Context: an optimization exercise on an open-source flow, tuned for small area and a short achievable clock period. The choices shown serve that exercise and are no tape-out recipe.
The RTL was checked by simulation tests, not by an equivalence proof against the original design.
The clock port is modelled as an ideal driver; clocking choices that lean on that would not hold on a real chip.

== build 15 ==
// fir_tap_regfile
module fir_tap_regfile
#(
   parameter int WIDTH  = fir_rf_pkg::DEF_WIDTH,
   parameter int DEPTH  = fir_rf_pkg::DEF_DEPTH,
   parameter int NCH    = fir_rf_pkg::DEF_NCH,
   parameter int ADDR_W = $clog2(DEPTH),
   parameter int CH_W   = (NCH > 1) ? $clog2(NCH) : 1
) (
   input  logic                    clk2,
   input  logic                    rst,
   input  logic                    wen,
   input  logic                    wmode,
   input  logic [CH_W-1:0]         wch,
   input  logic [ADDR_W-1:0]       waddr,
   input  logic signed [WIDTH-1:0] din,
   input  logic                    ren,
   input  logic                    rmode,
   input  logic [CH_W-1:0]         rch,
   input  logic [ADDR_W-1:0]       raddr,
   output logic signed [WIDTH-1:0] dout,
   output logic                    dout_vld,
   input  logic                    clr,
   input  logic [CH_W-1:0]         clr_ch,
   output logic [NCH-1:0]          full
);
export LEC_CHECK = 0
export CAP_MARGIN = 20
export CORE_MARGIN = 2
export CORE_UTILIZATION = 70
export GPL_TIMING_DRIVEN = 1
export PLACE_DENSITY = 0.8
export SETUP_SLACK_MARGIN = 2.6
export SLEW_MARGIN = 20
export SYNTH_HIERARCHICAL = 1
export SYNTH_MEMORY_MAX_BITS = 8192
export TNS_END_PERCENT = 10
create_clock -name core_clock -period 5.0 [get_ports {clk2}]
standard.sh (not shown) runs the stock make flow with config.mk's settings and CLKGATE_MAP_FILE= SYNTH_SCRIPT=/design/flow/synth_recipe.tcl, a recipe that flattens the netlist after the stock synthesis.
==> flow/flow/run.sh <==
#!/bin/bash
# Layout flow: the standard ORFS flow (standard.sh) with these changes:
# - port buffers of a fast, resizable buffer cell (buf_4);
# - the delay cells (clkdlybuf4s*, dlygate*, dlymetal*) kept out of buffering,
#   on top of the platform's own don't-use list;
# - a clock tree of clkbuf_16 cells over sink clusters of at most 25 flops,
#   without dummy loads;
# - before CTS, flow/hook.tcl upsizes the drivers of the read tree's long nets.
# Each tool's full output stays in orfs/logs; make's own output goes to
# flow_make.log in this folder.
set -euo pipefail
cd "$(dirname "$0")/.."
bash standard.sh \
   "BUFFER_PORTS_ARGS=-buffer_cell sky130_fd_sc_hd__buf_4" \
   "DONT_USE_CELLS=sky130_fd_sc_hd__probe_p_8 sky130_fd_sc_hd__probec_p_8 sky130_fd_sc_hd__lpflow_bleeder_1 sky130_fd_sc_hd__lpflow_clkbufkapwr_1 sky130_fd_sc_hd__lpflow_clkbufkapwr_16 sky130_fd_sc_hd__lpflow_clkbufkapwr_2 sky130_fd_sc_hd__lpflow_clkbufkapwr_4 sky130_fd_sc_hd__lpflow_clkbufkapwr_8 sky130_fd_sc_hd__lpflow_clkinvkapwr_1 sky130_fd_sc_hd__lpflow_clkinvkapwr_16 sky130_fd_sc_hd__lpflow_clkinvkapwr_2 sky130_fd_sc_hd__lpflow_clkinvkapwr_4 sky130_fd_sc_hd__lpflow_clkinvkapwr_8 sky130_fd_sc_hd__lpflow_decapkapwr_12 sky130_fd_sc_hd__lpflow_decapkapwr_3 sky130_fd_sc_hd__lpflow_decapkapwr_4 sky130_fd_sc_hd__lpflow_decapkapwr_6 sky130_fd_sc_hd__lpflow_decapkapwr_8 sky130_fd_sc_hd__lpflow_inputiso0n_1 sky130_fd_sc_hd__lpflow_inputiso0p_1 sky130_fd_sc_hd__lpflow_inputiso1n_1 sky130_fd_sc_hd__lpflow_inputiso1p_1 sky130_fd_sc_hd__lpflow_inputisolatch_1 sky130_fd_sc_hd__lpflow_isobufsrc_1 sky130_fd_sc_hd__lpflow_isobufsrc_16 sky130_fd_sc_hd__lpflow_isobufsrc_2 sky130_fd_sc_hd__lpflow_isobufsrc_4 sky130_fd_sc_hd__lpflow_isobufsrc_8 sky130_fd_sc_hd__lpflow_isobufsrckapwr_16 sky130_fd_sc_hd__lpflow_lsbuf_lh_hl_isowell_tap_1 sky130_fd_sc_hd__lpflow_lsbuf_lh_hl_isowell_tap_2 sky130_fd_sc_hd__lpflow_lsbuf_lh_hl_isowell_tap_4 sky130_fd_sc_hd__lpflow_lsbuf_lh_isowell_4 sky130_fd_sc_hd__lpflow_lsbuf_lh_isowell_tap_1 sky130_fd_sc_hd__lpflow_lsbuf_lh_isowell_tap_2 sky130_fd_sc_hd__lpflow_lsbuf_lh_isowell_tap_4 sky130_fd_sc_hd__clkdlybuf4s15_1 sky130_fd_sc_hd__clkdlybuf4s15_2 sky130_fd_sc_hd__clkdlybuf4s18_1 sky130_fd_sc_hd__clkdlybuf4s18_2 sky130_fd_sc_hd__clkdlybuf4s25_1 sky130_fd_sc_hd__clkdlybuf4s25_2 sky130_fd_sc_hd__clkdlybuf4s50_1 sky130_fd_sc_hd__clkdlybuf4s50_2 sky130_fd_sc_hd__dlygate4sd1_1 sky130_fd_sc_hd__dlygate4sd2_1 sky130_fd_sc_hd__dlygate4sd3_1 sky130_fd_sc_hd__dlymetal6s2s_1 sky130_fd_sc_hd__dlymetal6s4s_1 sky130_fd_sc_hd__dlymetal6s6s_1" \
   "PRE_CTS_TCL=$PWD/flow/hook.tcl" \
   "CTS_ARGS=-sink_clustering_enable -repair_clock_nets -dont_use_dummy_load -root_buf sky130_fd_sc_hd__clkbuf_16 -buf_list sky130_fd_sc_hd__clkbuf_16 -sink_clustering_size 25 -sink_clustering_max_diameter 70" \
   finish > flow_make.log 2>&1
==> flow/flow/hook.tcl <==
# Pre-CTS hook: upsize the drivers of the read tree's long nets, which the
# synthesized netlist leaves at the smallest sizes. Nets are found by name:
# the OR tree's levels g_bit[b].g16_n, .g64 and .g128_n, dout_d[b] (the
# final NAND3); the read one-hots (g_rsel[w].u_rsel.a0/a1 for the low
# halves, u_hi0.y / u_hi1.y for the high halves), each of which runs to eight
# word-select gates across the channel's words, and the word selects
# g_rsel[w].u_rsel.y (sixteen loads each); and the write side's word enables
# (g_ch[c].g_word[a].u_we.y, sixteen enable pins each) and the channel
# one-hots that feed them (u_we.a / u_we.b); and the per-channel write and
# read enables (wsel_c, rsel_c), and kill_n (the output stage's drop).
proc my_resize {inst suffix} {
  set ref [get_property $inst ref_name]
  if {![regexp {^(sky130_fd_sc_hd__[a-z0-9]+)_[0-9]+$} $ref -> fam]} { return 0 }
  set new "${fam}_$suffix"
  if {$new eq $ref || [llength [get_lib_cells -quiet */$new]] == 0} { return 0 }
  replace_cell $inst [get_lib_cells */$new]
  return 1
}
proc my_drivers {netpat} {
  set insts {}
  foreach net [get_nets -quiet $netpat] {
    foreach p [get_pins -quiet -of_objects $net -filter "direction==output"] {
      lappend insts [get_cells -of_objects $p]
    }
  }
  return $insts
}
proc my_upsize {netpat suffix} {
  set n 0
  foreach inst [my_drivers $netpat] { incr n [my_resize $inst $suffix] }
  puts "my_upsize $netpat -> $suffix: $n"
}
proc my_upsize_fanin {netpat suffix} {
  set n 0
  foreach inst [my_drivers $netpat] {
    foreach ip [get_pins -of_objects $inst -filter "direction==input"] {
      foreach dp [get_pins -quiet -of_objects [get_nets -of_objects $ip] -filter "direction==output"] {
        set di [get_cells -of_objects $dp]
        if {[string match "*a22oi*" [get_property $di ref_name]]} { incr n [my_resize $di $suffix] }
      }
    }
  }
  puts "my_upsize_fanin $netpat -> $suffix: $n"
}
my_upsize {g_bit*.g8*} 2
my_upsize {g_bit*.g16_n*} 2
my_upsize {g_bit*.g64*} 4
my_upsize {g_bit*.g128_n*} 4
my_upsize {dout_d*} 2
my_upsize {g_rsel*.u_rsel.a*} 4
my_upsize {*u_hi0.y} 4
my_upsize {*u_hi1.y} 4
my_upsize {g_rsel*.u_rsel.y} 2
my_upsize {*g_word*.u_we.y} 2
my_upsize {*g_word*.u_we.a} 4
my_upsize {*g_word*.u_we.b} 4
my_upsize {*wsel_c*} 4
my_upsize {*rsel_c*} 4
my_upsize {kill_n} 4
# The flip-flops behind the output ports drive a wire to the port's buffer.
set n 0
foreach port [get_ports -quiet * -filter "direction==output"] {
  foreach bp [get_pins -quiet -of_objects [get_nets -quiet [get_full_name $port]] -filter "direction==output"] {
    set buf [get_cells -of_objects $bp]
    foreach ip [get_pins -of_objects $buf -filter "direction==input"] {
      foreach dp [get_pins -quiet -of_objects [get_nets -of_objects $ip] -filter "direction==output"] {
        incr n [my_resize [get_cells -of_objects $dp] 4]
      }
    }
  }
}
puts "my_upsize output flops -> 4: $n"
> inputs changed (build 15 -> build 23)
- changing GPL_TIMING_DRIVEN from 1 to 0
- changing PLACE_DENSITY from 0.8 to 0.85
- changing CORE_UTILIZATION from 70 to 78
### Flow results
Build 23 did not run to completion, as it errored out during global routing. Per the final summary, build 15 finished and its layout is clean on timing, DRC and antenna. Build 23 against build 15: placed instance area fell 1.4%; buffers inserted during post-CTS setup optimization has increased. Lower total placed cells including tap cells goes to build 23 over build 15. Placer's final routability congestion estimate across build 23 and build 15: no real change. Reported for build 23 and build 15, total of flip-flops plus latches after synthesis turned out identical to the last digit. Across both runs, setup slack at placement was higher for build 23 than for build 15.
Input changes introduced in build 97 (baseline for comparison: build 23):
- changing PLACE_DENSITY from 0.85 to 0.75
- changing CORE_UTILIZATION from 78 to 65
--- a/flow/flow/hook.tcl
+++ b/flow/flow/hook.tcl
@@ -45 +44,0 @@
-my_upsize {g_bit*.g8*} 2
### Flow results
The final layout from build 97, which completed every stage, passed the timing, design-rule and antenna checks at the end of the flow. Compared with build 23, in build 97 number of buffers created by CTS now larger; post-place instance area now larger. Build 97: worst setup slack after placement is 0.087 ns lower than what build 23 reported. Between build 97 and build 23, it is build 97 whose number of buffers added for setup after CTS is higher, by 48. In the reports for build 23 and build 97, the smaller number of instances resized during post-cts repair belongs to build 97. HPWL reported at the end of detailed placement (build 97 vs. build 23) increases slightly. Diff build 23 -> build 97 | number of rows in the core area | up by a little under 10%. Going from build 23 to build 97, number of sinks on the clock net flat; fraction of registers with async set/reset flat.

separate check: timing with driven ports:
No port has a modelled driver above. Below, the same layouts with a new extraction and two added sets of constraints.
Step 1 (the two cells are an assumption about what drives the block):
set clk [get_ports {clk2}]
set_driving_cell -lib_cell sky130_fd_sc_hd__clkbuf_16 $clk
set_driving_cell -lib_cell sky130_fd_sc_hd__buf_2 [delete_from_list [all_inputs] $clk]
Step 2 also shifts input and output timing later by t, the mid clock arrival at the registers, as if the neighbouring blocks saw the same clock.
a / b / c = ideal ports / drivers / drivers and shift; a / b = the first two.
| run | t, ns | setup WS [ns] | worst register clock-pin slew, ns |
|---|---|---|---|
| build 15 | 0.964 | 1.376 / 1.147 / 0.184 | 0.10 / 0.10 |
| build 97 | 0.970 | 1.455 / 1.178 / 0.209 | 0.11 / 0.11 |
After both steps every run listed still meets setup and hold. For build 97, which loses most, drivers alone change the setup slack by -0.277 ns; drivers and shift together by -1.246 ns.
